What follows belongs to an exercise in optimizing a design on an open flow for small area, a short achievable clock period and few clock cycles; a production flow would make more cautious choices. Function was not checked in any run shown here: the RTL went through the layout flow alone. Power figures rest on the tool's default switching activity, not on a simulated workload.

`flow/flow/run.sh`:
```
#!/bin/bash
# The standard layout (the standard.sh, standard synthesis included) with two
# make settings changed:
#  - delay cells are added to the don't-use list, so the port buffers and timing
#    repair use ordinary buffers instead of slow delay buffers;
#  - timing repair may swap a cell for one of another footprint.
# Everything else (floorplan, power grid, tap cells, placement, CTS, routing) is
# the standard flow. The make output goes to flow_make.log in the work folder.
set -euo pipefail
PLATFORM_DONT_USE="sky130_fd_sc_hd__probe_p_8 sky130_fd_sc_hd__probec_p_8 sky130_fd_sc_hd__lpflow_bleeder_1 sky130_fd_sc_hd__lpflow_clkbufkapwr_1 sky130_fd_sc_hd__lpflow_clkbufkapwr_16 sky130_fd_sc_hd__lpflow_clkbufkapwr_2 sky130_fd_sc_hd__lpflow_clkbufkapwr_4 sky130_fd_sc_hd__lpflow_clkbufkapwr_8 sky130_fd_sc_hd__lpflow_clkinvkapwr_1 sky130_fd_sc_hd__lpflow_clkinvkapwr_16 sky130_fd_sc_hd__lpflow_clkinvkapwr_2 sky130_fd_sc_hd__lpflow_clkinvkapwr_4 sky130_fd_sc_hd__lpflow_clkinvkapwr_8 sky130_fd_sc_hd__lpflow_decapkapwr_12 sky130_fd_sc_hd__lpflow_decapkapwr_3 sky130_fd_sc_hd__lpflow_decapkapwr_4 sky130_fd_sc_hd__lpflow_decapkapwr_6 sky130_fd_sc_hd__lpflow_decapkapwr_8 sky130_fd_sc_hd__lpflow_inputiso0n_1 sky130_fd_sc_hd__lpflow_inputiso0p_1 sky130_fd_sc_hd__lpflow_inputiso1n_1 sky130_fd_sc_hd__lpflow_inputiso1p_1 sky130_fd_sc_hd__lpflow_inputisolatch_1 sky130_fd_sc_hd__lpflow_isobufsrc_1 sky130_fd_sc_hd__lpflow_isobufsrc_16 sky130_fd_sc_hd__lpflow_isobufsrc_2 sky130_fd_sc_hd__lpflow_isobufsrc_4 sky130_fd_sc_hd__lpflow_isobufsrc_8 sky130_fd_sc_hd__lpflow_isobufsrckapwr_16 sky130_fd_sc_hd__lpflow_lsbuf_lh_hl_isowell_tap_1 sky130_fd_sc_hd__lpflow_lsbuf_lh_hl_isowell_tap_2 sky130_fd_sc_hd__lpflow_lsbuf_lh_hl_isowell_tap_4 sky130_fd_sc_hd__lpflow_lsbuf_lh_isowell_4 sky130_fd_sc_hd__lpflow_lsbuf_lh_isowell_tap_1 sky130_fd_sc_hd__lpflow_lsbuf_lh_isowell_tap_2 sky130_fd_sc_hd__lpflow_lsbuf_lh_isowell_tap_4"
DELAY_CELLS="sky130_fd_sc_hd__clkdlybuf4s15_1 sky130_fd_sc_hd__clkdlybuf4s15_2 sky130_fd_sc_hd__clkdlybuf4s18_1 sky130_fd_sc_hd__clkdlybuf4s18_2 sky130_fd_sc_hd__clkdlybuf4s25_1 sky130_fd_sc_hd__clkdlybuf4s25_2 sky130_fd_sc_hd__clkdlybuf4s50_1 sky130_fd_sc_hd__clkdlybuf4s50_2 sky130_fd_sc_hd__dlygate4sd1_1 sky130_fd_sc_hd__dlygate4sd2_1 sky130_fd_sc_hd__dlygate4sd3_1 sky130_fd_sc_hd__dlymetal6s2s_1 sky130_fd_sc_hd__dlymetal6s4s_1 sky130_fd_sc_hd__dlymetal6s6s_1"
bash standard.sh "DONT_USE_CELLS=$PLATFORM_DONT_USE $DELAY_CELLS" MATCH_CELL_FOOTPRINT=0 finish > flow_make.log 2>&1
```
`flow/standard.sh`:
```
#!/bin/bash
# synth_recipe.tcl (not shown) runs the flow's synth.tcl, then flattens the netlist and writes it again
# the make line also repeats each setting of config.mk as NAME=value (left out here)
make -C /OpenROAD-flow-scripts/flow DESIGN_CONFIG=/design/flow/config.mk WORK_HOME=/design/flow/orfs CLKGATE_MAP_FILE= SYNTH_SCRIPT=/design/flow/synth_recipe.tcl "${@:-finish}"
```
`flow/config.mk`:
```
export PLATFORM = sky130hd
export DESIGN_NAME = tagctrl_top
export DESIGN_NICKNAME = tagctrl_top
export VERILOG_FILES = /design/flow/design.v
export SDC_FILE = /design/flow/constraint.sdc
export NUM_CORES = 4
export LEC_CHECK = 0
export CAP_MARGIN = 20
export CORE_MARGIN = 2
export CORE_UTILIZATION = 55
export SETUP_SLACK_MARGIN = 2.8
export SLEW_MARGIN = 20
export TNS_END_PERCENT = 5
```
`flow/constraint.sdc`:
```
create_clock -name core_clock -period 5.0 [get_ports {clk_i}]
set_input_delay 1.0000 -clock core_clock [delete_from_list [all_inputs] [get_ports {clk_i}]]
set_output_delay 1.0000 -clock core_clock [all_outputs]
set_load 0.01 [all_outputs]
```
`flow/design.v`:
```
package tagctrl_pkg;
  typedef struct packed {
    logic [32-1:0] addr;
    logic                       write;
    logic [64-1:0] wdata;
    logic                       tag;
  } tagctrl_req_t;
  typedef struct packed {
    logic [32-1:0]    addr;
    logic                          write;
    logic [64-1:0]    wdata;
    logic                          tag;          
    logic [8-1:0] tag_idx;
    logic                          err;          
    logic                          stored_tag;   
  } tagctrl_desc_t;
  typedef struct packed {
    logic [32-$clog2(64/8)-1:0] word_addr;
    logic                                                 write;
    logic [64-1:0]                           wdata;
  } tagctrl_mem_req_t;
  typedef struct packed {
    logic [64-1:0] rdata;
  } tagctrl_mem_rsp_t;
  localparam int unsigned DescW   = 32 + 1 + 64 + 1 + 8 + 2;
  localparam int unsigned MemRspW = 64;
  typedef struct packed {
    logic [64-1:0] rdata;
    logic                       tag;
    logic                       write;
    logic                       err;
  } tagctrl_rsp_t;
endpackage
`timescale 1ns/1ps
module tagctrl_stream_fifo #(
  parameter int unsigned Width     = 1,
  parameter int unsigned Depth     = 4
) (
  input  logic     clk_i,
  input  logic     reset_i,
  input  logic     valid_i,
  output logic     ready_o,
  input  logic [Width-1:0] data_i,
  output logic     valid_o,
  input  logic     ready_i,
  output logic [Width-1:0] data_o
);
  localparam int unsigned PtrW = (Depth > 1) ? $clog2(Depth) : 1;
  localparam int unsigned CntW = $clog2(Depth + 1);
  logic [Width-1:0]    mem_q [Depth];
  logic [PtrW-1:0]     wr_ptr_q, rd_ptr_q;
  logic [CntW-1:0]     count_q;
  logic                empty, push, pop;
  assign empty   = (count_q == '0);
  assign ready_o = (count_q != CntW'(Depth));
  assign valid_o = !empty || valid_i;
  assign data_o  = empty ? data_i : mem_q[rd_ptr_q];
  assign push = valid_i && ready_o && !(empty && ready_i);
  assign pop  = !empty && ready_i;
  always_ff @(posedge clk_i) begin
    if (reset_i) begin
      wr_ptr_q <= '0;
      rd_ptr_q <= '0;
      count_q  <= '0;
    end else begin
      if (push) begin
        wr_ptr_q <= (wr_ptr_q == PtrW'(Depth - 1)) ? '0 : wr_ptr_q + 1'b1;
      end
      if (pop) begin
        rd_ptr_q <= (rd_ptr_q == PtrW'(Depth - 1)) ? '0 : rd_ptr_q + 1'b1;
      end
      if (push && !pop) begin
        count_q <= count_q + 1'b1;
      end else if (pop && !push) begin
        count_q <= count_q - 1'b1;
      end
    end
  end
  always_ff @(posedge clk_i) begin
    if (push) begin
      mem_q[wr_ptr_q] <= data_i;
    end
  end
endmodule
`timescale 1ns/1ps
module tagctrl_decode (
  input  logic                      clk_i,
  input  logic                      reset_i,
  input  logic                      req_valid_i,
  input  tagctrl_pkg::tagctrl_req_t req_i,
  output logic                      req_ready_o,
  output logic                      desc_valid_o,
  output tagctrl_pkg::tagctrl_desc_t desc_o,
  input  logic                      desc_ready_i
);
  localparam int unsigned AddrW        = 32;
  localparam int unsigned TagIdxW      = 8;
  localparam int unsigned GranuleBytes = 128 / 8;
  localparam logic [AddrW-1:0] RegionBase = 32'h8000_0000;
  localparam logic [AddrW-1:0] RegionLen  = AddrW'(4096);
  tagctrl_pkg::tagctrl_desc_t desc_d, desc_q;
  logic                       valid_q;
  logic [AddrW-1:0]           offset;
  logic                       in_region;
  always_comb begin
    offset    = req_i.addr - RegionBase;
    in_region = (offset < RegionLen);
    desc_d       = '0;
    desc_d.addr  = req_i.addr;
    desc_d.write = req_i.write;
    desc_d.wdata = req_i.wdata;
    desc_d.tag   = req_i.tag;
    desc_d.err   = !in_region;
    if (in_region) begin
      desc_d.tag_idx = TagIdxW'(offset / GranuleBytes);
    end
  end
  assign req_ready_o = !valid_q || desc_ready_i;
  always_ff @(posedge clk_i) begin
    if (reset_i) begin
      valid_q <= 1'b0;
    end else if (req_ready_o) begin
      valid_q <= req_valid_i;
    end
  end
  always_ff @(posedge clk_i) begin
    if (req_valid_i && req_ready_o) begin
      desc_q <= desc_d;
    end
  end
  assign desc_valid_o = valid_q;
  assign desc_o       = desc_q;
endmodule
`timescale 1ns/1ps
module tagctrl_tag_store (
  input  logic                       clk_i,
  input  logic                       reset_i,
  input  logic                       desc_valid_i,
  input  tagctrl_pkg::tagctrl_desc_t desc_i,
  output logic                       desc_ready_o,
  output logic                       desc_valid_o,
  output tagctrl_pkg::tagctrl_desc_t desc_o,
  input  logic                       desc_ready_i
);
  localparam int unsigned NumTags = (4096 / (128 / 8));
  logic [NumTags-1:0]         tags_q;
  tagctrl_pkg::tagctrl_desc_t desc_q;
  logic                       valid_q;
  logic                       accept;
  logic                       is_read, is_write;
  assign desc_ready_o = !valid_q || desc_ready_i;
  assign accept       = desc_valid_i && desc_ready_o;
  assign is_read  = !desc_i.err && !desc_i.write;
  assign is_write = !desc_i.err && desc_i.write;
  always_ff @(posedge clk_i) begin
    if (reset_i) begin
      valid_q <= 1'b0;
      tags_q  <= '0;
    end else begin
      if (desc_ready_o) begin
        valid_q <= desc_valid_i;
      end
      if (accept && is_write) begin
        tags_q[desc_i.tag_idx] <= desc_i.tag;
      end
    end
  end
  always_ff @(posedge clk_i) begin
    if (accept) begin
      desc_q            <= desc_i;
      desc_q.stored_tag <= is_read ? tags_q[desc_i.tag_idx] : 1'b0;
    end
  end
  assign desc_valid_o = valid_q;
  assign desc_o       = desc_q;
endmodule
`timescale 1ns/1ps
module tagctrl_mem_issue (
  input  logic                          desc_valid_i,
  input  tagctrl_pkg::tagctrl_desc_t    desc_i,
  output logic                          desc_ready_o,
  output logic                          mem_req_valid_o,
  output tagctrl_pkg::tagctrl_mem_req_t mem_req_o,
  input  logic                          mem_req_ready_i,
  output logic                          fifo_valid_o,
  output tagctrl_pkg::tagctrl_desc_t    fifo_desc_o,
  input  logic                          fifo_ready_i
);
  localparam int unsigned AddrW    = 32;
  localparam int unsigned WordOffW = $clog2(64 / 8);
  logic needs_mem;
  logic mem_ok;
  assign needs_mem = !desc_i.err;
  assign mem_ok    = !needs_mem || mem_req_ready_i;
  assign mem_req_valid_o = desc_valid_i && needs_mem && fifo_ready_i;
  assign fifo_valid_o = desc_valid_i && mem_ok;
  assign desc_ready_o = fifo_ready_i && mem_ok;
  always_comb begin
    mem_req_o           = '0;
    mem_req_o.word_addr = desc_i.addr[AddrW-1:WordOffW];
    mem_req_o.write     = desc_i.write;
    mem_req_o.wdata     = desc_i.wdata;
  end
  assign fifo_desc_o = desc_i;
endmodule
`timescale 1ns/1ps
module tagctrl_resp_merge (
  input  logic                          desc_valid_i,
  input  tagctrl_pkg::tagctrl_desc_t    desc_i,
  output logic                          desc_ready_o,
  input  logic                          mem_valid_i,
  input  tagctrl_pkg::tagctrl_mem_rsp_t mem_i,
  output logic                          mem_ready_o,
  output logic                          rsp_valid_o,
  output tagctrl_pkg::tagctrl_rsp_t     rsp_o,
  input  logic                          rsp_ready_i
);
  logic is_read;
  logic done;
  assign is_read = !desc_i.write && !desc_i.err;
  assign rsp_valid_o = desc_valid_i && (!is_read || mem_valid_i);
  assign done        = rsp_valid_o && rsp_ready_i;
  assign desc_ready_o = done;
  assign mem_ready_o  = done && is_read;
  always_comb begin
    rsp_o       = '0;
    rsp_o.write = desc_i.write;
    rsp_o.err   = desc_i.err;
    if (is_read) begin
      rsp_o.rdata = mem_i.rdata;
      rsp_o.tag   = desc_i.stored_tag;
    end
  end
endmodule
`timescale 1ns/1ps
module tagctrl_top #(
  parameter int unsigned RdDepth = 4,    
  parameter int unsigned DqDepth = 8     
) (
  input  logic                          clk_i,
  input  logic                          reset_i,
  input  logic                          req_valid_i,
  input  logic [31:0]                   req_addr_i,
  input  logic                          req_write_i,
  input  logic [63:0]                   req_wdata_i,
  input  logic                          req_tag_i,
  output logic                          req_ready_o,
  output logic                          rsp_valid_o,
  output logic [63:0]                   rsp_rdata_o,
  output logic                          rsp_tag_o,
  output logic                          rsp_write_o,
  output logic                          rsp_err_o,
  input  logic                          rsp_ready_i,
  output logic                          mem_req_valid_o,
  output logic [28:0]                   mem_req_addr_o,
  output logic                          mem_req_write_o,
  output logic [63:0]                   mem_req_wdata_o,
  input  logic                          mem_req_ready_i,
  input  logic                          mem_rsp_valid_i,
  input  logic [63:0]                   mem_rsp_rdata_i
);
  localparam int unsigned RdPtrW = (RdDepth > 1) ? $clog2(RdDepth) : 1;
  logic        rdy_q;                  
  logic        sv_q;                   
  logic [28:0] s_a;
  logic        s_w, s_t, s_iw;
  logic [63:0] s_d;
  logic        hv_q;                   
  logic [28:0] h_a;                    
  logic [63:0] h_d;
  logic        h_w;
  logic [7:0]  h_idx;                  
  logic        h_t, h_iw, h_wc;        
  logic        mv_q;                   
  logic        take, in_iw, h_leave, h_free;
  logic        n_v, n_iw, n_w;         
  logic        rd_wait, grant, cr_ok, mv_d;
  logic [DqDepth-1:0] qv_q;            
  logic               q_push, q_pop, q_space, q_space_d;
  assign in_iw = (req_addr_i[31:12] == 20'h80000);
  assign take  = req_valid_i && rdy_q;
  assign q_space = !qv_q[DqDepth-1];
  assign h_leave = hv_q && (h_iw ? (mv_q && mem_req_ready_i) : q_space);
  assign h_free  = !hv_q || h_leave;
  always_comb begin
    if (sv_q) begin
      n_v  = 1'b1;
      n_iw = s_iw;
      n_w  = s_w;
    end else begin
      n_v  = take;
      n_iw = in_iw;
      n_w  = req_write_i;
    end
  end
  always_comb begin
    if (q_push && !q_pop)      q_space_d = !qv_q[DqDepth-2];
    else if (q_pop && !q_push) q_space_d = 1'b1;
    else                       q_space_d = !qv_q[DqDepth-1];
  end
  logic [RdDepth-1:0] cr_q;            
  logic               release_rd;
  assign cr_ok   = !cr_q[RdDepth-1] || release_rd;
  assign rd_wait = h_free ? (n_v && n_iw && !n_w) : (hv_q && h_iw && !h_wc && !mv_q);
  assign grant   = rd_wait && cr_ok && q_space_d;
  always_comb begin
    if (h_free) mv_d = n_v && n_iw && q_space_d && (n_w || cr_ok);
    else        mv_d = mv_q || (hv_q && h_iw && q_space_d && (h_wc || cr_ok));
  end
  always_ff @(posedge clk_i) begin
    if (reset_i) begin
      cr_q <= '0;
    end else if (grant && !release_rd) begin
      cr_q <= {cr_q[RdDepth-2:0], 1'b1};
    end else if (release_rd && !grant) begin
      cr_q <= {1'b0, cr_q[RdDepth-1:1]};
    end
  end
  logic [255:0] tags_q;
  logic         h_tag;
  always_ff @(posedge clk_i) begin
    if (reset_i) begin
      tags_q <= '0;
    end else if (hv_q && h_iw && h_wc) begin
      tags_q[h_idx] <= h_t;
    end
  end
  assign h_tag = tags_q[h_idx];
  logic [DqDepth-1:0] qe_q, qw_q, qt_q;   
  logic               new_e, new_w, new_t;
  logic               dh_v, dh_e, dh_w, dh_t, dh_rd;
  assign q_push = h_leave;
  assign new_e  = !h_iw;
  assign new_w  = h_wc;
  assign new_t  = h_iw && !h_wc && h_tag;
  assign dh_v  = qv_q[0];
  assign dh_e  = qe_q[0];
  assign dh_w  = qw_q[0];
  assign dh_t  = qt_q[0];
  assign dh_rd = !dh_e && !dh_w;
  always_ff @(posedge clk_i) begin
    for (int k = 0; k < DqDepth; k++) begin
      if (q_pop) begin
        if (k < DqDepth - 1 && qv_q[k+1]) begin
          qe_q[k] <= qe_q[k+1];
          qw_q[k] <= qw_q[k+1];
          qt_q[k] <= qt_q[k+1];
        end else begin
          qe_q[k] <= new_e;
          qw_q[k] <= new_w;
          qt_q[k] <= new_t;
        end
      end else if (!qv_q[k]) begin
        qe_q[k] <= new_e;
        qw_q[k] <= new_w;
        qt_q[k] <= new_t;
      end
    end
  end
  logic [63:0]        rd_mem [RdDepth];
  logic [RdDepth-1:0] fv_q;
  logic [RdPtrW-1:0]  fwp_q, frp_q;
  logic               f_ne_q;          
  logic               f_push, f_pop;
  always_ff @(posedge clk_i) begin
    for (int k = 0; k < RdDepth; k++) begin
      if (!fv_q[k]) rd_mem[k] <= mem_rsp_rdata_i;
    end
  end
  logic        ov_q;
  logic [63:0] o_rdata;
  logic        o_tag, o_write, o_err;
  logic        o_free, o_load, o_next;
  assign o_free     = !ov_q || rsp_ready_i;
  assign o_next     = dh_v && (!dh_rd || f_ne_q || mem_rsp_valid_i);
  assign o_load     = o_free && o_next;
  assign q_pop      = o_load;
  assign release_rd = o_load && dh_rd;
  assign f_pop      = release_rd && f_ne_q;
  assign f_push     = mem_rsp_valid_i && !(release_rd && !f_ne_q);
  always_ff @(posedge clk_i) begin
    if (o_free) begin
      o_rdata <= !dh_rd ? 64'd0 : (f_ne_q ? rd_mem[frp_q] : mem_rsp_rdata_i);
      o_tag   <= dh_t;
      o_write <= dh_w;
      o_err   <= dh_e;
    end
  end
  logic sv_d;
  assign sv_d = sv_q ? !h_free : (take && !h_free);
  always_ff @(posedge clk_i) begin
    if (reset_i) begin
      rdy_q  <= 1'b1;
      sv_q   <= 1'b0;
      hv_q   <= 1'b0;
      mv_q   <= 1'b0;
      ov_q   <= 1'b0;
      qv_q   <= '0;
      fv_q   <= '0;
      fwp_q  <= '0;
      frp_q  <= '0;
      f_ne_q <= 1'b0;
    end else begin
      rdy_q <= !sv_d;
      sv_q  <= sv_d;
      if (h_free) hv_q <= n_v;
      mv_q  <= mv_d;
      if (o_free) ov_q <= o_next;
      if (q_push && !q_pop)      qv_q <= {qv_q[DqDepth-2:0], 1'b1};
      else if (q_pop && !q_push) qv_q <= {1'b0, qv_q[DqDepth-1:1]};
      if (f_push) begin
        fv_q[fwp_q] <= 1'b1;
        fwp_q       <= (fwp_q == RdPtrW'(RdDepth - 1)) ? '0 : fwp_q + 1'b1;
      end
      if (f_pop) begin
        fv_q[frp_q] <= 1'b0;
        frp_q       <= (frp_q == RdPtrW'(RdDepth - 1)) ? '0 : frp_q + 1'b1;
      end
      if (f_pop) f_ne_q <= fv_q[(frp_q == RdPtrW'(RdDepth - 1)) ? '0 : frp_q + 1'b1] || f_push;
      else       f_ne_q <= f_ne_q || f_push;
    end
  end
  always_ff @(posedge clk_i) begin
    if (!sv_q) begin
      s_a  <= req_addr_i[31:3];
      s_w  <= req_write_i;
      s_d  <= req_wdata_i;
      s_t  <= req_tag_i;
      s_iw <= in_iw;
    end
  end
  always_ff @(posedge clk_i) begin
    if (h_free) begin
      if (sv_q) begin
        h_a   <= s_a;
        h_idx <= s_a[8:1];
        h_w   <= s_w;
        h_wc  <= s_w;
        h_d   <= s_d;
        h_t   <= s_t;
        h_iw  <= s_iw;
      end else begin
        h_a   <= req_addr_i[31:3];
        h_idx <= req_addr_i[11:4];
        h_w   <= req_write_i;
        h_wc  <= req_write_i;
        h_d   <= req_wdata_i;
        h_t   <= req_tag_i;
        h_iw  <= in_iw;
      end
    end
  end
  assign req_ready_o     = rdy_q;
  assign mem_req_valid_o = mv_q;
  assign mem_req_addr_o  = h_a;
  assign mem_req_write_o = h_w;
  assign mem_req_wdata_o = h_d;
  assign rsp_valid_o     = ov_q;
  assign rsp_rdata_o     = o_rdata;
  assign rsp_tag_o       = o_tag;
  assign rsp_write_o     = o_write;
  assign rsp_err_o       = o_err;
endmodule
```
==> summary.txt, run 1 <==
Routing
  • Final WL: 95800 um
  • Antenna-violating nets left: 0
  • First drt pass iteration count: 7
  • Starting DRT DRC Count: 2683
  • Via count: 24500
  • Via/cell ratio: 6.21
  • Number of remaining DRC errors: 0
  • WL per Instance: 24.2 um

Finish
  • Share of cells above drive strength 1: 0.173
  • Layout net count: 3305
  • Multi-input logic area: 11800 sq um
  • Filler cells: 4302
  • Final std cells w/o fill: 3950
  • P&R area growth vs syn: 19.9%
  • ANT cells: 0
  • Storage cell area: 20700 sq um

Synth
  • Synth unique cells: 67
  • Synth Flop Type: edfxtp_1
  • Ys Warns: 6
  • Flops & latches, synth: 821
  • Sequential-to-total area share from yosys stat: 0.637
  • Count of flip-flops with a built-in enable after synthesis: 422
  • Post-Syn Area per Cell: 11.8 sq um
  • Cell count after synthesis: 2744
  • Synth async-reset ratio: 0
  • Netlist Area Pre-Place: 32400 sq um
  • Syn nets: 2930

Clock tree
  • Clock Path Buffers: 3
  • CTS buffer count: 83
  • Clock Latency Late Sink: 0.65 ns
  • Htree depth: 3
  • CTS tree: done
  • Worst-path clk slew: 0.06 ns
  • Clock sinks: 821
  • Root Buffer: clkbuf_16
  • Hold buffers post-CTS: 0

Worst setup path
  • Critical Path Sink Type: flop
  • Crit path max fanout: 16
  • Worst setup path class: reg2reg
  • Launch point of the worst path: h_idx[0]$_DFFE_PN_
  • Data required time at the worst endpoint: 5.56 ns
  • Worst reg2reg path startpoint: h_idx[0]$_DFFE_PN_
  • Critical Path AT: 3.55 ns
  • Startpoint Class: flop

Floorplanning
  • Die ar.: 60900 sq um
  • Core ar.: 58000 sq um
  • Initial core utilization: 0.559
  • Die Wd: 247 um
  • Placement Rows: 88
  • Die height: 247 um
  • # IOs: 332

Power
  • Pwr per Cell Area: 368 nW/um^2
  • Peak VDD IR: 0.321 mV
  • Leak pwr: 0.0133 uW

GRT
  • Overall Global Routing Usage: 0.292
  • Global-route wire length before repair: 136000 um
  • Vias in the first global route: 23600
  • Grt total ovfl: 0
  • Initial antenna violation count: 6
  • Pin count of the biggest net entering global routing: 91

Timing
  • Slew margin rel.: 0.257
  • RSZ-0062 raised after global routing: yes
  • Endpoints failing setup: 0
  • Final Skew: 0.0339 ns
  • Fin. max-slew vios: 0
  • TNS Setup: 0 ns
  • Fin crit share: 0.597
  • Fmax: 0.335 GHz
  • Hold Vio Cnt, Final: 0
  • Minimum clock period: 2.98 ns
  • Worst Max-Slew Pin Slew: 1.11 ns

Hold path
  • Hold crit path type: reg2reg
  • Worst hold start: qt_q[0]$_DFFE_PP_

Outcome
  • Status: timing/DRC/antenna clean

Placed design
  • Detailed Place HPWL: 51800 um
  • Placer Congestion: 0.882
  • Port Buf Inserts: 328
  • Placed cells: 3681

Flow run
  • Max cap viols: 0
-- state kept, by name, summed over array words and instances, names as in the netlist, 2 cells and up --
name and count:
cr_q 4, frp_q 2, fv_q 4, fwp_q 2, h_a 22, h_d 64, h_idx 7, o_rdata 64
qe_q 8, qt_q 8, qv_q 8, qw_q 8, rd_mem 256, s_a 29, s_d 64, tags_q 256
-- layout by cell type (no fill, tap or decap), drive strengths merged, types with 8 or more instances in the layout --
cell type  instances
a211oi            13
a21oi            284
a222oi            64
buf              459
clkbuf           142
clkinv            21
dfxtp            399
edfxtp           422
ha                18
inv               18
mux2              96
mux2i             96
mux4              57
nand2            344
nand2b            19
nand3             82
nand4             14
nor2             155
nor3              10
nor4              10
o211ai            10
o21ai            331
o22ai             24
or2               12
or3                8
-- stage by stage --
stage	instance area, sq um	setup WS (ns)	power (uW)	utilization	hold slack [ns]
global route	38900	2.00	14700	0.670	0.454
CTS	37900	2.19	14400	0.653	0.440
detailed placement	34200	1.02	8230	0.589	0.423
global placement	34200	1.08	8200	0.589	0.408
finish	38900	2.02	14300	0.670	0.433
floorplan	32500	1.68	7950	-	0.400
-- layout make-up --
type,instances,share of cell area
Sequential cell,821,0.532
Multi-Input combinational cell,1714,0.303
Timing Repair Buffer,482,0.0697
Clock buffer,119,0.0616
Tap cell,765,0.0246
Clock inverter,32,0.00792
Inverter,17,0.00183
-- repair_timing --
action	4_1_cts	5_1_grt
pin swaps	25	35
setup buffers	42	52
gates cloned	8	15
resized for setup	173	127
endpoints found under the setup margin	483	495
-- power by group --
part / total, uW / internal [uW] / switching (uW)
logic: 740 / 241 / 499
clock network: 6130 / 3550 / 2580
registers: 7440 / 7350 / 88.0
total: 14300 / 11100 / 3170
-- synth_stat cells, drive strengths merged (60+ instances only) --
master | number | share of area
mux2i | 96 | 0.030
a21oi | 284 | 0.044
nand3 | 82 | 0.013
dfxtp | 399 | 0.25
buf | 60 | 0.0095
clkbuf | 141 | 0.016
nor2 | 155 | 0.018
o21ai | 331 | 0.051
mux2 | 96 | 0.033
nand2 | 344 | 0.040
a222oi | 64 | 0.020
edfxtp | 422 | 0.39
-- metal layers --
metal  vias to the layer above  GRT usage  wire length [um]
met3                       310     0.0696              9160
met2                      1236      0.487             45900
met1                     12000      0.373             36600
met5                         -          0                65
met4                        10      0.105              4040
li1                      11000          -                 -
-- logic make-up after synthesis --
family	after synthesis	synth area share
buf+inv	218	0.0278
compound gates	766	0.136
xor+xnor	4	0.00131
simple gates	668	0.0885
mux	249	0.103
flops	821	0.637
fa+ha+maj	18	0.00695
-- critical path, stage by stage (launching register included) --
cell	delay, ns
edfxtp_1	0.41
buf_6	0.18
or4_4	0.53
o31a_1	0.27
or3_4	0.46
buf_8	0.17
clkbuf_2	0.14
nor2_4	0.13
buf_8	0.15
clkbuf_16	0.20
nand4_1	0.11
a21oi_1	0.16
-- final timing paths --
path,endpoint,slack (ns),depth (start not counted)
setup / recovery,tags_q[32]$_SDFFE_PP0P_,2.02,11
hold / removal,o_tag$_DFFE_PP_,0.43,0
setup reg to reg,tags_q[32]$_SDFFE_PP0P_,2.02,11
hold reg to reg,o_tag$_DFFE_PP_,0.43,0
==> inputs of run 2 (changes only) <==
--- a/flow/design.v
+++ b/flow/design.v
@@ -236,5 +236,5 @@
 module tagctrl_top #(
   parameter int unsigned RdDepth = 4,    
-  parameter int unsigned DqDepth = 8     
+  parameter int unsigned DqDepth = 10    
 ) (
   input  logic                          clk_i,
@@ -294,9 +294,5 @@
     end
   end
-  always_comb begin
-    if (q_push && !q_pop)      q_space_d = !qv_q[DqDepth-2];
-    else if (q_pop && !q_push) q_space_d = 1'b1;
-    else                       q_space_d = !qv_q[DqDepth-1];
-  end
+  assign q_space_d = !qv_q[DqDepth-2];
   logic [RdDepth-1:0] cr_q;            
   logic               release_rd;
@@ -319,9 +315,31 @@
   logic [255:0] tags_q;
   logic         h_tag;
+  logic [15:0]  h_whi, h_lo;
+  logic [7:0]   n_idx;
+  logic [15:0]  n_whi, n_lo;
+  assign n_idx = sv_q ? s_a[8:1] : req_addr_i[11:4];
+  always_comb begin
+    for (int j = 0; j < 16; j++) begin
+      n_whi[j] = n_v && n_iw && n_w && (n_idx[7:4] == 4'(j));
+      n_lo[j]  = (n_idx[3:0] == 4'(j));
+    end
+  end
   always_ff @(posedge clk_i) begin
     if (reset_i) begin
-      tags_q <= '0;
-    end else if (hv_q && h_iw && h_wc) begin
-      tags_q[h_idx] <= h_t;
+      h_whi <= '0;
+    end else if (h_free) begin
+      h_whi <= n_whi;
+    end
+  end
+  always_ff @(posedge clk_i) begin
+    if (h_free) h_lo <= n_lo;
+  end
+  always_ff @(posedge clk_i) begin
+    for (int i = 0; i < 256; i++) begin
+      if (reset_i) begin
+        tags_q[i] <= 1'b0;
+      end else if (h_whi[i/16] && h_lo[i%16]) begin
+        tags_q[i] <= h_t;
+      end
     end
   end
@@ -431,8 +449,14 @@
   end
   always_ff @(posedge clk_i) begin
+    if (reset_i) begin
+      h_idx <= '0;
+    end else if (h_free) begin
+      h_idx <= n_idx;
+    end
+  end
+  always_ff @(posedge clk_i) begin
     if (h_free) begin
       if (sv_q) begin
         h_a   <= s_a;
-        h_idx <= s_a[8:1];
         h_w   <= s_w;
         h_wc  <= s_w;
@@ -442,5 +466,4 @@
       end else begin
         h_a   <= req_addr_i[31:3];
-        h_idx <= req_addr_i[11:4];
         h_w   <= req_write_i;
         h_wc  <= req_write_i;
==> summary.txt, run 2 <==
Power
  • Leak pwr: 0.0135 uW
  • Peak VDD IR: 0.307 mV
  • Pwr per Cell Area: 389 nW/um^2
  • Total chip power: 15600 uW

Synth
  • Count of flip-flops with a built-in enable after synthesis: 438
  • Synth unique cells: 57
  • Dominant cells by area after synthesis: edfxtp_1, dfxtp_1, nand2_1
  • Cell count after synthesis: 3079
  • List of most frequent post-synthesis cells: nand2_1, edfxtp_1, dfxtp_1, nand3_1, a21oi_1
  • Compound-Gate Fraction of Synth Area: 0.0923
  • Main combinational cell family by area after synthesis: simple AND/OR/NAND/NOR gates
  • Netlist Area Pre-Place: 34600 sq um
  • Synth async-reset ratio: 0
  • Post-Synth XOR/XNOR Area: 0
  • Multiplexer area fraction after synthesis: 0.0976
  • Synth Flop Type: edfxtp_1
  • Count leader, synth: nand2_1
  • Post-Syn Area per Cell: 11.2 sq um
  • Flops & latches, synth: 869
  • Syn nets: 3260
  • Simple-gate share of the synthesized area: 0.139
  • Sequential-to-total area share from yosys stat: 0.629
  • Post-synth top area cell: edfxtp_1
  • Post-synth top area share: 0.380
  • Synth Area in Adders: 0.00470
  • Ys Warns: 6

Hold path
  • Hold crit path type: reg2reg
  • Hold Path Stages: 0
  • Worst Hold End: o_tag$_DFFE_PP_
  • Worst hold start: qt_q[0]$_DFFE_PP_

Clock tree
  • CTS tree: done
  • Clock sinks: 869
  • Htree depth: 3
  • Worst-path clk slew: 0.06 ns
  • CTS buffer count: 89
  • Clock Latency Late Sink: 0.66 ns
  • Hold buffers post-CTS: 0
  • Clock Path Buffers: 3
  • Root Buffer: clkbuf_16

Placed design
  • DP Worst Slack: 1.46 ns
  • Placer Congestion: 0.845
  • Detailed Place HPWL: 51800 um
  • Placed cells: 4005
  • Port Buf Inserts: 328

Finish
  • Layout net count: 3495
  • Registers with the most flip-flops: rd_mem x256, tags_q x256
  • Final std cells w/o fill: 4227
  • Share of cells above drive strength 1: 0.133
  • P&R area growth vs syn: 15.7%
  • ANT cells: 0
  • Most frequent cells in the layout: nand2_1, edfxtp_1, dfxtp_1
  • Commonest non-fill, non-tap cell in the layout: nand2_1

Timing
  • TNS Setup: 0 ns
  • Minimum clock period: 2.54 ns
  • Slew margin rel.: 0.195
  • Final Skew: 0.0210 ns
  • RSZ-0062 raised after global routing: yes
  • Endpoints failing setup: 0
  • Fin. max-slew vios: 0
  • Worst Max-Slew Pin Slew: 1.21 ns
  • Fmax: 0.394 GHz
  • Final setup margin: 2.46 ns
  • Hold Vio Cnt, Final: 0
  • Fin crit share: 0.508
  • Worst hold margin: 0.440 ns

Worst setup path
  • Flop-to-flop setup slack: 2.46 ns
  • Critical Path AT: 2.93 ns
  • Crit-path leading delay family: buffers and inverters
  • Crit path max fanout: 6
  • Worst setup path class: reg2reg
  • R2R cell count: 11
  • Data required time at the worst endpoint: 5.39 ns
  • Startpoint Class: flop
  • Max incr delay on CP: 0.53 ns
  • R2r endpoint: qt_q[0]$_DFFE_PP_
  • Critical path's slowest cell: mux4_2
  • Worst reg2reg path startpoint: h_idx[0]$_SDFFE_PP0N_
  • Buffers & Inverters on Critical Path: 4
  • Critical Path Sink Type: flop
  • Launch point of the worst path: h_idx[0]$_SDFFE_PP0N_
  • CP Cell Sequence: buf_12 -> buf_8 -> mux4_2 -> o22a_1 -> o22ai_2 -> o41ai_2 -> nand4b_1 -> clkbuf_2 -> buf_6 -> nand3_2 -> nand2_1

Routing
  • Starting DRT DRC Count: 2475
  • Via/cell ratio: 5.86
  • Final WL: 90600 um
  • First drt pass iteration count: 6
  • WL per Instance: 21.4 um
  • Via count: 24800
  • Number of remaining DRC errors: 0
  • Antenna-violating nets left: 0

Floorplanning
  • Die ar.: 64900 sq um
  • Die height: 255 um
  • Die Wd: 255 um
  • Core ar.: 61900 sq um
  • # IOs: 332
  • Initial core utilization: 0.559
  • Placement Rows: 91

GRT
  • Pin count of the biggest net entering global routing: 239
  • Initial antenna violation count: 9
  • Grt total ovfl: 0
  • Overall Global Routing Usage: 0.274
  • Global-route wire length before repair: 137000 um
  • Vias in the first global route: 23700

Outcome
  • Status: timing/DRC/antenna clean

Flow run
  • Max cap viols: 0
[run 2: cells by family after synthesis]
| family | Yosys count |
|---|---|
| AOI/OAI and AO/OA | 521 |
| adders and majority gates | 13 |
| buffers and inverters | 305 |
| DFF | 869 |
| muxes | 243 |
| and+or+nand+nor | 1128 |
[run 2: repair_timing]
action / in CTS / in global routing
gates resized for setup: 84 / 54
pin swaps: 13 / 23
endpoints found under the setup margin: 385 / 597
setup buffers: 39 / 11
cloned: 5 / 0
endpoints found under the hold margin: 0 / 0
[run 2: routing by layer]
layer / vias to the layer above / share of wire / GRT usage
met1: 12200 / 0.40 / 0.355
met2: 802 / 0.51 / 0.472
met3: 183 / 0.061 / 0.0486
met4: 16 / 0.029 / 0.0862
met5: - / 0.0013 / 0
li1: 11500 / - / -
[run 2: worst max-delay path by stage]
stage,to,slack (ns),depth (start not counted)
global route,cr_q[2]$_SDFFE_PP0P_,2.35,12
global placement,qt_q[2]$_DFF_P_,1.48,8
floorplan,qv_q[8]$_SDFFE_PP0P_,2.07,11
CTS,qt_q[0]$_DFFE_PP_,2.50,11
finish,qt_q[0]$_DFFE_PP_,2.46,11
detailed placement,qv_q[3]$_SDFFE_PP0P_,1.46,9
[run 2: layout make-up]
cell class	instances	area [sq um]
Timing Repair Buffer	423	2000
Clock inverter	53	729
Multi-Input combinational cell	1909	11900
Fill cell	4905	21900
Tap cell	837	1050
Sequential cell	869	21800
Clock buffer	114	2390
Inverter	22	109
[run 2: worst register-to-register path: cells and delay by family (launching register included)]
kind	cells	cell delay, ns
simple gates	3	0.33
compound gates	3	0.48
buf+inv	4	0.57
mux	1	0.53
flops	1	0.38
[run 2: metrics by stage]
stage                      util  instance area [sq um]
final                     0.646                  40000
after global placement    0.582                  36000
after detailed placement  0.582                  36100
after floorplan               -                  34700
after global routing      0.646                  40000
after CTS                 0.642                  39700
[run 2: where the power goes]
group / internal (uW) / switching, uW
logic: 228 / 436
clock network: 4190 / 2840
registers: 7750 / 124
total: 12200 / 3400
==> inputs of run 3 (changes only) <==
--- a/flow/design.v
+++ b/flow/design.v
@@ -273,4 +273,5 @@
   logic        h_t, h_iw, h_wc;        
   logic        mv_q;                   
+  logic        h_cr;                   
   logic        take, in_iw, h_leave, h_free;
   logic        n_v, n_iw, n_w;         
@@ -281,5 +282,5 @@
   assign take  = req_valid_i && rdy_q;
   assign q_space = !qv_q[DqDepth-1];
-  assign h_leave = hv_q && (h_iw ? (mv_q && mem_req_ready_i) : q_space);
+  assign h_leave = hv_q && (h_iw ? (mv_q && mem_req_ready_i) : (q_space && (h_wc || h_cr)));
   assign h_free  = !hv_q || h_leave;
   always_comb begin
@@ -298,9 +299,13 @@
   logic               release_rd;
   assign cr_ok   = !cr_q[RdDepth-1] || release_rd;
-  assign rd_wait = h_free ? (n_v && n_iw && !n_w) : (hv_q && h_iw && !h_wc && !mv_q);
+  assign rd_wait = h_free ? (n_v && !n_w) : (hv_q && !h_wc && !h_cr);
   assign grant   = rd_wait && cr_ok && q_space_d;
   always_comb begin
-    if (h_free) mv_d = n_v && n_iw && q_space_d && (n_w || cr_ok);
-    else        mv_d = mv_q || (hv_q && h_iw && q_space_d && (h_wc || cr_ok));
+    if (h_free) mv_d = n_v && n_iw && (n_w ? q_space_d : grant);
+    else        mv_d = mv_q || (hv_q && h_iw && (h_wc ? q_space_d : grant));
+  end
+  always_ff @(posedge clk_i) begin
+    if (h_free) h_cr <= grant;
+    else        h_cr <= h_cr || grant;
   end
   always_ff @(posedge clk_i) begin
@@ -394,7 +399,7 @@
   assign o_load     = o_free && o_next;
   assign q_pop      = o_load;
-  assign release_rd = o_load && dh_rd;
-  assign f_pop      = release_rd && f_ne_q;
-  assign f_push     = mem_rsp_valid_i && !(release_rd && !f_ne_q);
+  assign release_rd = o_load && !dh_w;
+  assign f_pop      = o_load && dh_rd && f_ne_q;
+  assign f_push     = mem_rsp_valid_i && !(o_load && dh_rd && !f_ne_q);
   always_ff @(posedge clk_i) begin
     if (o_free) begin
--- a/flow/config.mk
+++ b/flow/config.mk
@@ -9,4 +9,6 @@
 export CORE_MARGIN = 2
 export CORE_UTILIZATION = 55
+export CTS_CLUSTER_DIAMETER = 100
+export CTS_CLUSTER_SIZE = 24
 export SETUP_SLACK_MARGIN = 2.8
 export SLEW_MARGIN = 20
==> summary.txt, run 3 <==
Timing
  • Fmax: 0.353 GHz
  • Worst Max-Slew Pin Slew: 1.10 ns
  • TNS Setup: 0 ns
  • Hold Vio Cnt, Final: 0
  • Minimum clock period: 2.83 ns
  • Fin crit share: 0.566
  • Fin. max-slew vios: 0
  • RSZ-0062 raised after global routing: yes
  • Endpoints failing setup: 0
  • Slew margin rel.: 0.268
  • Final Skew: 0.0157 ns

Routing
  • Number of remaining DRC errors: 0
  • Antenna-violating nets left: 0
  • Final WL: 88900 um
  • Via/cell ratio: 5.88
  • First drt pass iteration count: 7
  • Via count: 24500
  • WL per Instance: 21.3 um
  • Starting DRT DRC Count: 2336

Power
  • Total chip power: 13100 uW
  • Pwr per Cell Area: 341 nW/um^2
  • Leak pwr: 0.0127 uW
  • Peak VDD IR: 0.264 mV

Floorplanning
  • Die ar.: 64700 sq um
  • Die height: 254 um
  • Core ar.: 61800 sq um
  • Die Wd: 254 um
  • Placement Rows: 91
  • Initial core utilization: 0.557
  • # IOs: 332

Synth
  • Count of flip-flops with a built-in enable after synthesis: 438
  • Flops & latches, synth: 870
  • Netlist Area Pre-Place: 34500 sq um
  • Sequential-to-total area share from yosys stat: 0.633
  • Post-synth top area share: 0.382
  • List of most frequent post-synthesis cells: nand2_1, edfxtp_1, dfxtp_1, a21oi_1, nand3_1
  • Dominant cells by area after synthesis: edfxtp_1, dfxtp_1, nand2_1
  • Synth unique cells: 55
  • Post-Syn Area per Cell: 11.2 sq um
  • Synth Flop Type: edfxtp_1
  • Count leader, synth: nand2_1
  • Post-synth top area cell: edfxtp_1
  • Syn nets: 3258
  • Cell count after synthesis: 3077
  • Synth async-reset ratio: 0
  • Ys Warns: 6

GRT
  • Vias in the first global route: 23200
  • Initial antenna violation count: 5
  • Grt total ovfl: 0
  • Overall Global Routing Usage: 0.265
  • Busiest grt layer: met2
  • GR Util met1: 0.361
  • Global-route wire length before repair: 133000 um
  • Met3 Use GR: 0.0575
  • Met2 Use GR: 0.432
  • Pin count of the biggest net entering global routing: 153

Worst setup path
  • Critical path's slowest cell: mux4_2
  • Crit-path leading delay family: multiplexers
  • Critical Path AT: 3.19 ns
  • Worst setup path class: reg2reg
  • Startpoint Class: flop
  • Critical Path Sink Type: flop
  • CP Cell Sequence: buf_12 -> buf_6 -> mux4_2 -> mux2_4 -> o22a_4 -> nand3_4 -> nand3_4 -> nor4_4 -> buf_6 -> nor2_2 -> mux2_4
  • Data required time at the worst endpoint: 5.36 ns
  • Crit path max fanout: 7
  • Buffers & Inverters on Critical Path: 3
  • Max incr delay on CP: 0.50 ns

Clock tree
  • Clock Latency Late Sink: 0.60 ns
  • Worst-path clk slew: 0.10 ns
  • CTS tree: done
  • Root Buffer: clkbuf_16
  • Hold buffers post-CTS: 0
  • CTS buffer count: 42
  • Clock sinks: 870
  • Htree depth: 2
  • Clock Path Buffers: 3

Finish
  • Layout net count: 3483
  • Most frequent cells in the layout: nand2_1, edfxtp_1, dfxtp_1
  • Registers with the most flip-flops: rd_mem x256, tags_q x256
  • Filler cells: 5019
  • Share of cells above drive strength 1: 0.117
  • P&R area growth vs syn: 11.8%
  • Commonest non-fill, non-tap cell in the layout: nand2_1

Placed design
  • Port Buf Inserts: 328
  • Placer Congestion: 0.816
  • Detailed Place HPWL: 52700 um

Hold path
  • Hold crit path type: reg2reg

Outcome
  • Status: timing/DRC/antenna clean

Flow run
  • Max cap viols: 0
==> run 3: cell types whose count changed after synthesis, sizes merged, moves of 3 or more <==
cell / change
nand3: -22
o311ai: +3
nand3b: -15
buf: -18
nand2: +4
or3: +9
o211ai: +7
o31a: +3
nor2: +7
clkbuf: +13
a22oi: -3
a21oi: +9
==> run 3: where the power goes <==
part | internal [uW] | leakage (uW) | switching, uW | total [uW]
Combinational | 407 | 0.00389 | 768 | 1180
Sequential | 7870 | 0.00824 | 211 | 8080
Clock | 1640 | 0.000575 | 2220 | 3860
Total | 9920 | 0.0127 | 3200 | 13100
==> run 3: worst reg2reg max path, delay by kind of cell (launching register included) <==
kind	cells	cell delay, ns
buffers and inverters	3	0.48
flip-flops	1	0.40
AO/OA/AOI/OAI	1	0.26
AND/OR/NAND/NOR	4	0.42
multiplexers	3	1.05
==> run 3: metrics by stage <==
| stage | setup slack [ns] | hold WS [ns] | utilization | cell area, sq um | cells |
|---|---|---|---|---|---|
| floorplan | 1.98 | 0.400 | - | 34600 | 3077 |
| global placement | 1.34 | 0.415 | 0.582 | 36000 | 4012 |
| detailed placement | 1.23 | 0.420 | 0.584 | 36100 | 4017 |
| CTS | 2.19 | 0.445 | 0.612 | 37900 | 4123 |
| global route | 2.11 | 0.451 | 0.623 | 38500 | 4167 |
| finish | 2.17 | 0.444 | 0.623 | 38500 | 4168 |
==> run 3: repair_timing <==
item                                    in CTS  in global routing
endpoints found under the setup margin     342                526
buffers inserted                            35                 38
cloned                                       0                  4
gates resized for setup                     88                 83
pin swaps                                   15                 23
==> run 3: logic make-up (layout without fill, tap and decap cells) <==
kind of cell	Yosys count	after routing	synth area share
AND/OR/NAND/NOR	1109	1109	0.135
buffers and inverters	300	552	0.0341
multiplexers	244	244	0.0978
other	0	2	0
AO/OA/AOI/OAI	541	541	0.0957
flip-flops	870	870	0.633
adder cells (fa/ha/maj)	13	13	0.00472
==> run 3: worst paths after layout <==
| path | startpoint | end | slack, ns | depth (start not counted) |
|---|---|---|---|---|
| max reg2reg | h_idx[0]$_SDFFE_PP0N_ | qt_q[0]$_DFFE_PP_ | 2.17 | 11 |
| min reg2reg | qt_q[0]$_DFFE_PP_ | o_tag$_DFFE_PP_ | 0.44 | 0 |
| max | h_idx[0]$_SDFFE_PP0N_ | qt_q[0]$_DFFE_PP_ | 2.17 | 11 |
| min | qt_q[0]$_DFFE_PP_ | o_tag$_DFFE_PP_ | 0.44 | 0 |
==> run 3: cell type report <==
cell class / instances / area (sq um) / share of cell area
flip-flops and latches: 870 / 21800 / 0.567
multi-input cells: 1907 / 12000 / 0.310
repair buffers: 458 / 2350 / 0.0611
clock buffers: 69 / 1170 / 0.0305
well taps: 837 / 1050 / 0.0272
inverters: 22 / 98.8 / 0.00257
clock inverters: 2 / 28.8 / 0.000747
repair inverters: 1 / 8.76 / 0.000227
diodes: 2 / 5.00 / 0.000130
==> run 3: routing by layer <==
metal | wire [um] | vias up
met5 | 38 | -
met4 | 1730 | 6
met3 | 6950 | 92
met2 | 42800 | 796
met1 | 37400 | 12100
li1 | - | 11500
==> inputs of run 4 (changes only) <==
--- a/flow/design.v
+++ b/flow/design.v
@@ -235,5 +235,5 @@
 `timescale 1ns/1ps
 module tagctrl_top #(
-  parameter int unsigned RdDepth = 4,    
+  parameter int unsigned RdDepth = 5,    
   parameter int unsigned DqDepth = 10    
 ) (
==> summary.txt, run 4 <==
Synth
  • Synth Flop Type: edfxtp_1
  • Post-Synth XOR/XNOR Area: 0
  • Compound-Gate Fraction of Synth Area: 0.103
  • Synth Area in Adders: 0.00507
  • Dominant cells by area after synthesis: edfxtp_1, dfxtp_1, nand2_1
  • Sequential-to-total area share from yosys stat: 0.643
  • Post-synth top area cell: edfxtp_1
  • Synth async-reset ratio: 0
  • Simple-gate share of the synthesized area: 0.142
  • Ys Warns: 6
  • Multiplexer area fraction after synthesis: 0.0730
  • Flops & latches, synth: 938
  • Cell count after synthesis: 3257
  • Syn nets: 3440
  • List of most frequent post-synthesis cells: nand2_1, edfxtp_1, dfxtp_1, a21oi_1, nand3_1
  • Count leader, synth: nand2_1
  • Netlist Area Pre-Place: 37000 sq um
  • Synth unique cells: 58
  • Count of flip-flops with a built-in enable after synthesis: 502
  • Main combinational cell family by area after synthesis: simple AND/OR/NAND/NOR gates
  • Post-synth top area share: 0.407
  • Post-Syn Area per Cell: 11.4 sq um

Placed design
  • DP Worst Slack: 1.35 ns
  • Placer Congestion: 0.797
  • Area after DPL: 38500 sq um
  • Port Buf Inserts: 328
  • Detailed Place HPWL: 55300 um

Routing
  • Number of remaining DRC errors: 0
  • Via/cell ratio: 5.99
  • Via count: 26000
  • Final WL: 96000 um
  • First drt pass iteration count: 6
  • WL per Instance: 22.1 um
  • Antenna-violating nets left: 0
  • Starting DRT DRC Count: 2928

Power
  • Sequential share of power: 0.626
  • Combinational share of power: 0.077
  • P_int: 10600 uW
  • Pwr per Cell Area: 345 nW/um^2
  • Total chip power: 14000 uW
  • Leak pwr: 0.0129 uW
  • Sw Share: 0.242
  • Peak VDD IR: 0.318 mV
  • Clock Power Share: 0.297
  • Psw: 3390 uW

Timing
  • Final setup margin: 2.22 ns
  • RSZ-0062 raised after global routing: yes
  • Fin. max-slew vios: 0
  • Hold Vio Cnt, Final: 0
  • Fin crit share: 0.556
  • Fmax: 0.359 GHz
  • Minimum clock period: 2.78 ns
  • Endpoints failing setup: 0
  • Final Skew: 0.0274 ns
  • Slew margin rel.: 0.257
  • TNS Setup: 0 ns
  • Worst Max-Slew Pin Slew: 1.11 ns

Finish
  • Max reg flops: 320
  • Non-Filler Cell Area, Final: 40500 sq um
  • Registers with the most flip-flops: rd_mem x320, tags_q x256
  • Share of cells above drive strength 1: 0.0963
  • Largest reg by FF count: rd_mem
  • Final core occ: 0.606
  • Layout net count: 3609
  • Commonest non-fill, non-tap cell in the layout: nand2_1
  • Most frequent cells in the layout: nand2_1, edfxtp_1, dfxtp_1
  • P&R area growth vs syn: 9.46%

Worst setup path
  • Buffers & Inverters on Critical Path: 2
  • Worst path most repeated cell: buf_8
  • Max incr delay on CP: 0.54 ns
  • CP Cell Sequence: buf_8 -> buf_8 -> mux4_2 -> o22ai_2 -> o21ai_2 -> a22oi_2 -> a41oi_4 -> and2_4 -> mux2_4
  • Critical path's slowest cell: mux4_2
  • Worst setup path class: reg2reg
  • Crit path max fanout: 4
  • Crit-path leading delay family: compound AO/OA/AOI/OAI gates
  • Data required time at the worst endpoint: 5.38 ns
  • Startpoint Class: flop
  • Critical Path Sink Type: flop
  • Critical Path AT: 3.16 ns

Floorplanning
  • Die ar.: 69400 sq um
  • Die height: 263 um
  • Die Wd: 263 um
  • # IOs: 332
  • Core ar.: 66900 sq um
  • Initial core utilization: 0.553
  • Placement Rows: 95

Flow run
  • Max cap viols: 0

Outcome
  • Status: timing/DRC/antenna clean

Clock tree
  • Clock Path Buffers: 3
  • Root Buffer: clkbuf_16
  • Htree depth: 2
  • CTS tree: done
  • Hold buffers post-CTS: 0
  • CTS buffer count: 45
  • Worst-path clk slew: 0.10 ns
  • Clock sinks: 938
  • Clock Latency Late Sink: 0.64 ns

GRT
  • Overall Global Routing Usage: 0.269
  • Global-route wire length before repair: 146000 um
  • Vias in the first global route: 24800
  • Initial antenna violation count: 6
  • Pin count of the biggest net entering global routing: 257
  • Grt total ovfl: 0

Hold path
  • Hold crit path type: reg2reg
-- run 4: cell count changes after synthesis, moves of 18 or more --
cell      before  now
nand3_1      286  346
a21oi_1      310  373
clkbuf_1     243  261
o211ai_1      11   73
edfxtp_1     438  502
o21ai_0       71    4
nor2_1       143   90
mux2i_1       88   24
nand2b_1       7   69
-- run 4: worst register-to-register path, stage by stage (launching register included) --
cell and delay, ns:
dfxtp_4 0.42, buf_8 0.14, buf_8 0.12, mux4_2 0.54, o22ai_2 0.17, o21ai_2 0.08
a22oi_2 0.40, a41oi_4 0.22, and2_4 0.20, mux2_4 0.25
-- run 4: cells by family (layout without fill, tap and decap cells) --
family | after synthesis | after routing
fa+ha+maj | 15 | 15
compound gates | 606 | 606
other cells | 0 | 4
mux | 178 | 178
simple gates | 1198 | 1201
flops | 938 | 938
buf+inv | 322 | 519
-- run 4: repair_timing --
item | CTS | global route
pin swaps | 8 | 10
resized for setup | 65 | 47
buffers inserted | 28 | 7
cloned | 3 | 1
endpoints found under the setup margin | 413 | 374
-- run 4: through the flow --
| stage | hold slack (ns) | cells |
|---|---|---|
| floorplan | 0.400 | 3257 |
| global placement | 0.407 | 4212 |
| detailed placement | 0.405 | 4212 |
| CTS | 0.423 | 4321 |
| global route | 0.440 | 4333 |
| finish | 0.419 | 4334 |
-- run 4: metal layers --
metal,vias up,track usage,share of wire
li1,12100,-,-
met1,12700,0.381,0.43
met2,1003,0.427,0.47
met3,132,0.0554,0.084
met4,6,0.0681,0.023
met5,-,0,0.00031
-- run 4: power by group through the flow --
stage          registers [uW]  clock network [uW]  logic [uW]
3_5_place_dp             8960                   0         951
5_1_grt                  8790                4500        1160
4_1_cts                  8750                4250        1050
3_3_place_gp             8940                   0         932
2_1_floorplan            8840                   0         614
6_report                 8750                4140        1080
-- run 4: path summary, 6_finish.rpt --
path | slack (ns) | end | from | depth (start not counted)
max | 2.22 | qt_q[0]$_DFFE_PP_ | h_idx[0]$_SDFFE_PP0N_ | 9
min | 0.42 | o_tag$_DFFE_PP_ | qt_q[0]$_DFFE_PP_ | 0
max reg2reg | 2.22 | qt_q[0]$_DFFE_PP_ | h_idx[0]$_SDFFE_PP0N_ | 9
min reg2reg | 0.42 | o_tag$_DFFE_PP_ | qt_q[0]$_DFFE_PP_ | 0
-- run 4: area by class of cell --
type / instances / area (sq um)
sequential: 938 / 23800
clock buffer: 73 / 1230
tap: 873 / 1090
multi-input combinational: 2000 / 12200
inverter: 26 / 110
timing repair buffer: 415 / 1950
clock inverter: 5 / 62.6
fill: 5434 / 26400
antenna: 4 / 10.0
==> inputs of run 5 (changes only) <==
--- a/flow/design.v
+++ b/flow/design.v
@@ -235,5 +235,5 @@
 `timescale 1ns/1ps
 module tagctrl_top #(
-  parameter int unsigned RdDepth = 5,    
+  parameter int unsigned RdDepth = 4,    
   parameter int unsigned DqDepth = 10    
 ) (
@@ -270,5 +270,4 @@
   logic [63:0] h_d;
   logic        h_w;
-  logic [7:0]  h_idx;                  
   logic        h_t, h_iw, h_wc;        
   logic        mv_q;                   
@@ -320,11 +319,13 @@
   logic [255:0] tags_q;
   logic         h_tag;
-  logic [15:0]  h_whi, h_lo;
+  logic [15:0]  h_whi, h_rhi, h_lo;
   logic [7:0]   n_idx;
-  logic [15:0]  n_whi, n_lo;
+  logic [15:0]  n_whi, n_rhi, n_lo;
+  logic [15:0]  grp_tag;
   assign n_idx = sv_q ? s_a[8:1] : req_addr_i[11:4];
   always_comb begin
     for (int j = 0; j < 16; j++) begin
       n_whi[j] = n_v && n_iw && n_w && (n_idx[7:4] == 4'(j));
+      n_rhi[j] = n_iw && !n_w && (n_idx[7:4] == 4'(j));
       n_lo[j]  = (n_idx[3:0] == 4'(j));
     end
@@ -338,5 +339,8 @@
   end
   always_ff @(posedge clk_i) begin
-    if (h_free) h_lo <= n_lo;
+    if (h_free) begin
+      h_lo  <= n_lo;
+      h_rhi <= n_rhi;
+    end
   end
   always_ff @(posedge clk_i) begin
@@ -349,5 +353,10 @@
     end
   end
-  assign h_tag = tags_q[h_idx];
+  always_comb begin
+    for (int j = 0; j < 16; j++) begin
+      grp_tag[j] = |(tags_q[16*j +: 16] & h_lo);
+    end
+  end
+  assign h_tag = |(grp_tag & h_rhi);
   logic [DqDepth-1:0] qe_q, qw_q, qt_q;   
   logic               new_e, new_w, new_t;
@@ -356,5 +365,5 @@
   assign new_e  = !h_iw;
   assign new_w  = h_wc;
-  assign new_t  = h_iw && !h_wc && h_tag;
+  assign new_t  = h_tag;
   assign dh_v  = qv_q[0];
   assign dh_e  = qe_q[0];
@@ -453,11 +462,4 @@
     end
   end
-  always_ff @(posedge clk_i) begin
-    if (reset_i) begin
-      h_idx <= '0;
-    end else if (h_free) begin
-      h_idx <= n_idx;
-    end
-  end
   always_ff @(posedge clk_i) begin
     if (h_free) begin
==> summary.txt, run 5 <==
Routing
  • WL per Instance: 20.4 um
  • Starting DRT DRC Count: 2509
  • First drt pass iteration count: 6
  • Antenna-violating nets left: 0
  • Number of remaining DRC errors: 0
  • Final WL: 87700 um
  • Via count: 25000
  • Via/cell ratio: 5.81

Timing
  • Endpoints failing setup: 0
  • Fin. max-slew vios: 0
  • Fin crit share: 0.583
  • Final setup margin: 2.08 ns
  • Slew margin rel.: 0.252
  • RSZ-0062 raised after global routing: yes
  • Hold Vio Cnt, Final: 0
  • Fmax: 0.343 GHz
  • Minimum clock period: 2.92 ns
  • Worst hold margin: 0.457 ns
  • Worst Max-Slew Pin Slew: 1.12 ns
  • Final Skew: 0.0264 ns

Synth
  • Ys Warns: 6
  • Synth unique cells: 45
  • Syn nets: 3335
  • Cell count after synthesis: 3154
  • Post-Syn Area per Cell: 10.8 sq um
  • Post-synth top area share: 0.399
  • Multiplexer area fraction after synthesis: 0.0543
  • Synth Flop Type: edfxtp_1
  • Synth async-reset ratio: 0
  • Post-synth top area cell: edfxtp_1
  • List of most frequent post-synthesis cells: nand2_1, edfxtp_1, dfxtp_1, a21oi_1, nand3_1
  • Simple-gate share of the synthesized area: 0.142
  • Flops & latches, synth: 878
  • Compound-Gate Fraction of Synth Area: 0.117
  • Netlist Area Pre-Place: 34200 sq um
  • Main combinational cell family by area after synthesis: simple AND/OR/NAND/NOR gates
  • Count of flip-flops with a built-in enable after synthesis: 454
  • Post-Synth XOR/XNOR Area: 0
  • Sequential-to-total area share from yosys stat: 0.647
  • Count leader, synth: nand2_1
  • Synth Area in Adders: 0.00476
  • Dominant cells by area after synthesis: edfxtp_1, dfxtp_1, nand2_1

GRT
  • Vias in the first global route: 23600
  • Initial antenna violation count: 0
  • Global-route wire length before repair: 133000 um
  • Overall Global Routing Usage: 0.265
  • Pin count of the biggest net entering global routing: 124
  • Grt total ovfl: 0

Finish
  • Layout net count: 3610
  • Registers with the most flip-flops: rd_mem x256, tags_q x256
  • Most frequent cells in the layout: nand2_1, edfxtp_1, dfxtp_1
  • Filler cells: 4971
  • P&R area growth vs syn: 12.3%
  • Share of cells above drive strength 1: 0.101
  • Commonest non-fill, non-tap cell in the layout: nand2_1

Worst setup path
  • Flop-to-flop setup slack: 2.08 ns
  • Critical Path AT: 3.41 ns
  • Worst setup path class: reg2reg
  • Data required time at the worst endpoint: 5.49 ns
  • Launch point of the worst path: h_lo[0]$_DFFE_PN_
  • Worst reg2reg path startpoint: h_lo[0]$_DFFE_PN_
  • Crit path max fanout: 13
  • R2r endpoint: qt_q[7]$_DFF_P_
  • Critical Path Sink Type: flop
  • Startpoint Class: flop
  • R2R cell count: 11

Clock tree
  • Worst-path clk slew: 0.10 ns
  • CTS tree: done
  • Hold buffers post-CTS: 0
  • Root Buffer: clkbuf_16
  • CTS buffer count: 42
  • Clock Latency Late Sink: 0.62 ns
  • Clock Path Buffers: 3
  • Clock sinks: 878
  • Htree depth: 2

Hold path
  • Worst Hold End: tags_q[109]$_SDFFE_PP0P_
  • Worst hold start: tags_q[109]$_SDFFE_PP0P_
  • Hold crit path type: reg2reg
  • Hold Path Stages: 2

Placed design
  • Detailed Place HPWL: 49900 um
  • Port Buf Inserts: 328
  • Placer Congestion: 0.814
  • DP Worst Slack: 1.18 ns

Floorplanning
  • Initial core utilization: 0.555
  • Placement Rows: 91
  • Die height: 253 um
  • Die ar.: 64200 sq um
  • # IOs: 332
  • Core ar.: 61600 sq um
  • Die Wd: 253 um

Power
  • Total chip power: 13200 uW
  • Leak pwr: 0.0129 uW
  • Pwr per Cell Area: 343 nW/um^2
  • Peak VDD IR: 0.339 mV

Outcome
  • Status: timing/DRC/antenna clean

Flow run
  • Max cap viols: 0
## run 5: layout make-up
class,instances,area (sq um),area share
Sequential cell,878,22100,0.577
Clock buffer,74,1260,0.0327
Inverter,23,95.1,0.00248
Multi-Input combinational cell,1967,11300,0.293
Timing Repair Buffer,515,2570,0.0670
Antenna cell,1,2.50,0.0000652
Timing Repair inverter,2,10.0,0.000261
Clock inverter,1,8.76,0.000228
Tap cell,837,1050,0.0273
## run 5: how the worst max path moves through the flow
stage                            to  slack (ns)  cells past startpoint
2_1_floorplan  cr_q[1]$_SDFFE_PP0P_       -0.30                     10
3_3_place_gp        qt_q[2]$_DFF_P_        1.09                      7
3_5_place_dp        qt_q[2]$_DFF_P_        1.18                      8
4_1_cts             qt_q[8]$_DFF_P_        2.17                     11
5_1_grt             qt_q[8]$_DFF_P_        2.05                     11
6_report            qt_q[7]$_DFF_P_        2.08                     11
## run 5: critical path, stage by stage (launching register included)
cell and delay, ns:
edfxtp_1 0.42, buf_1 0.16, buf_6 0.17, buf_1 0.16
a22oi_2 0.21, nand4_1 0.20, o31a_1 0.36, a2111oi_4 0.22
buf_6 0.16, and4_4 0.38, nand2b_4 0.08, a32o_1 0.25
## run 5: where the power goes
| group | internal, uW | switching [uW] |
|---|---|---|
| logic | 352 | 816 |
| clock network | 1730 | 2220 |
| registers | 7950 | 119 |
## run 5: what timing repair did
action | 4_1_cts | 5_1_grt
endpoints found under the setup margin | 459 | 519
setup buffers | 88 | 32
pin swaps | 26 | 13
gates resized for setup | 99 | 22
gates cloned | 3 | 2
## run 5: cells by family after synthesis
logic type      count (synthesis)
compound gates                624
fa+ha+maj                      13
buf+inv                       310
flops                         878
mux                           173
simple gates                 1156
## run 5: through the flow
step                utilization  cells  area [sq um]  setup TNS (ns)
floorplan                     -   3154         34300           -1.39
global placement          0.582   4097         35800               0
detailed placement        0.582   4097         35900               0
CTS                       0.619   4263         38100               0
global route              0.623   4297         38400               0
finish                    0.624   4298         38400               0
## run 5: metal layers
| layer | wire, um | vias up | GRT usage |
|---|---|---|---|
| met5 | 0 | - | 0 |
| met1 | 37900 | 12300 | 0.360 |
| met4 | 2100 | 0 | 0.0685 |
| li1 | - | 11800 | - |
| met3 | 4940 | 119 | 0.0399 |
| met2 | 42800 | 710 | 0.445 |

[separate check: timing with driven ports]
The flow's constraints put no driver on any port. The routed layouts listed below were extracted and timed again, unchanged, in two steps.
Step 1: set_driving_cell puts a clkbuf_16 on clk_i and a buf_2 on each other input, an assumption about the parent block.
Step 2 times the ports against the registers' clock, not the clock port: input delays grow and output delays shrink by t, the midpoint of the rising clock arrivals with the driver on.
Slacks: ideal ports / drivers / drivers and shift; pairs: ideal ports / drivers.
run | t, ns | slack for setup (ns) | hold slack, ns | clock arrival spread, ns | pins driven straight from the clock port
run 1 | 0.691 | 2.016 / 2.016 / 1.890 | 0.433 / 0.433 / 0.433 | 0.036 / 0.037 | 1
run 2 | 0.710 | 2.462 / 2.462 / 1.796 | 0.440 / 0.440 / 0.440 | 0.027 / 0.027 | 1
run 3 | 0.657 | 2.171 / 2.171 / 1.940 | 0.444 / 0.444 / 0.444 | 0.022 / 0.022 | 1
run 4 | 0.689 | 2.218 / 2.218 / 1.820 | 0.419 / 0.419 / 0.419 | 0.038 / 0.039 | 1
run 5 | 0.667 | 2.085 / 2.085 / 1.876 | 0.457 / 0.457 / 0.457 | 0.029 / 0.029 | 1
After both steps setup and hold are still met in every run listed. For run 2, which loses most, drivers alone change the setup slack by 0.000 ns; drivers and shift together by -0.666 ns.
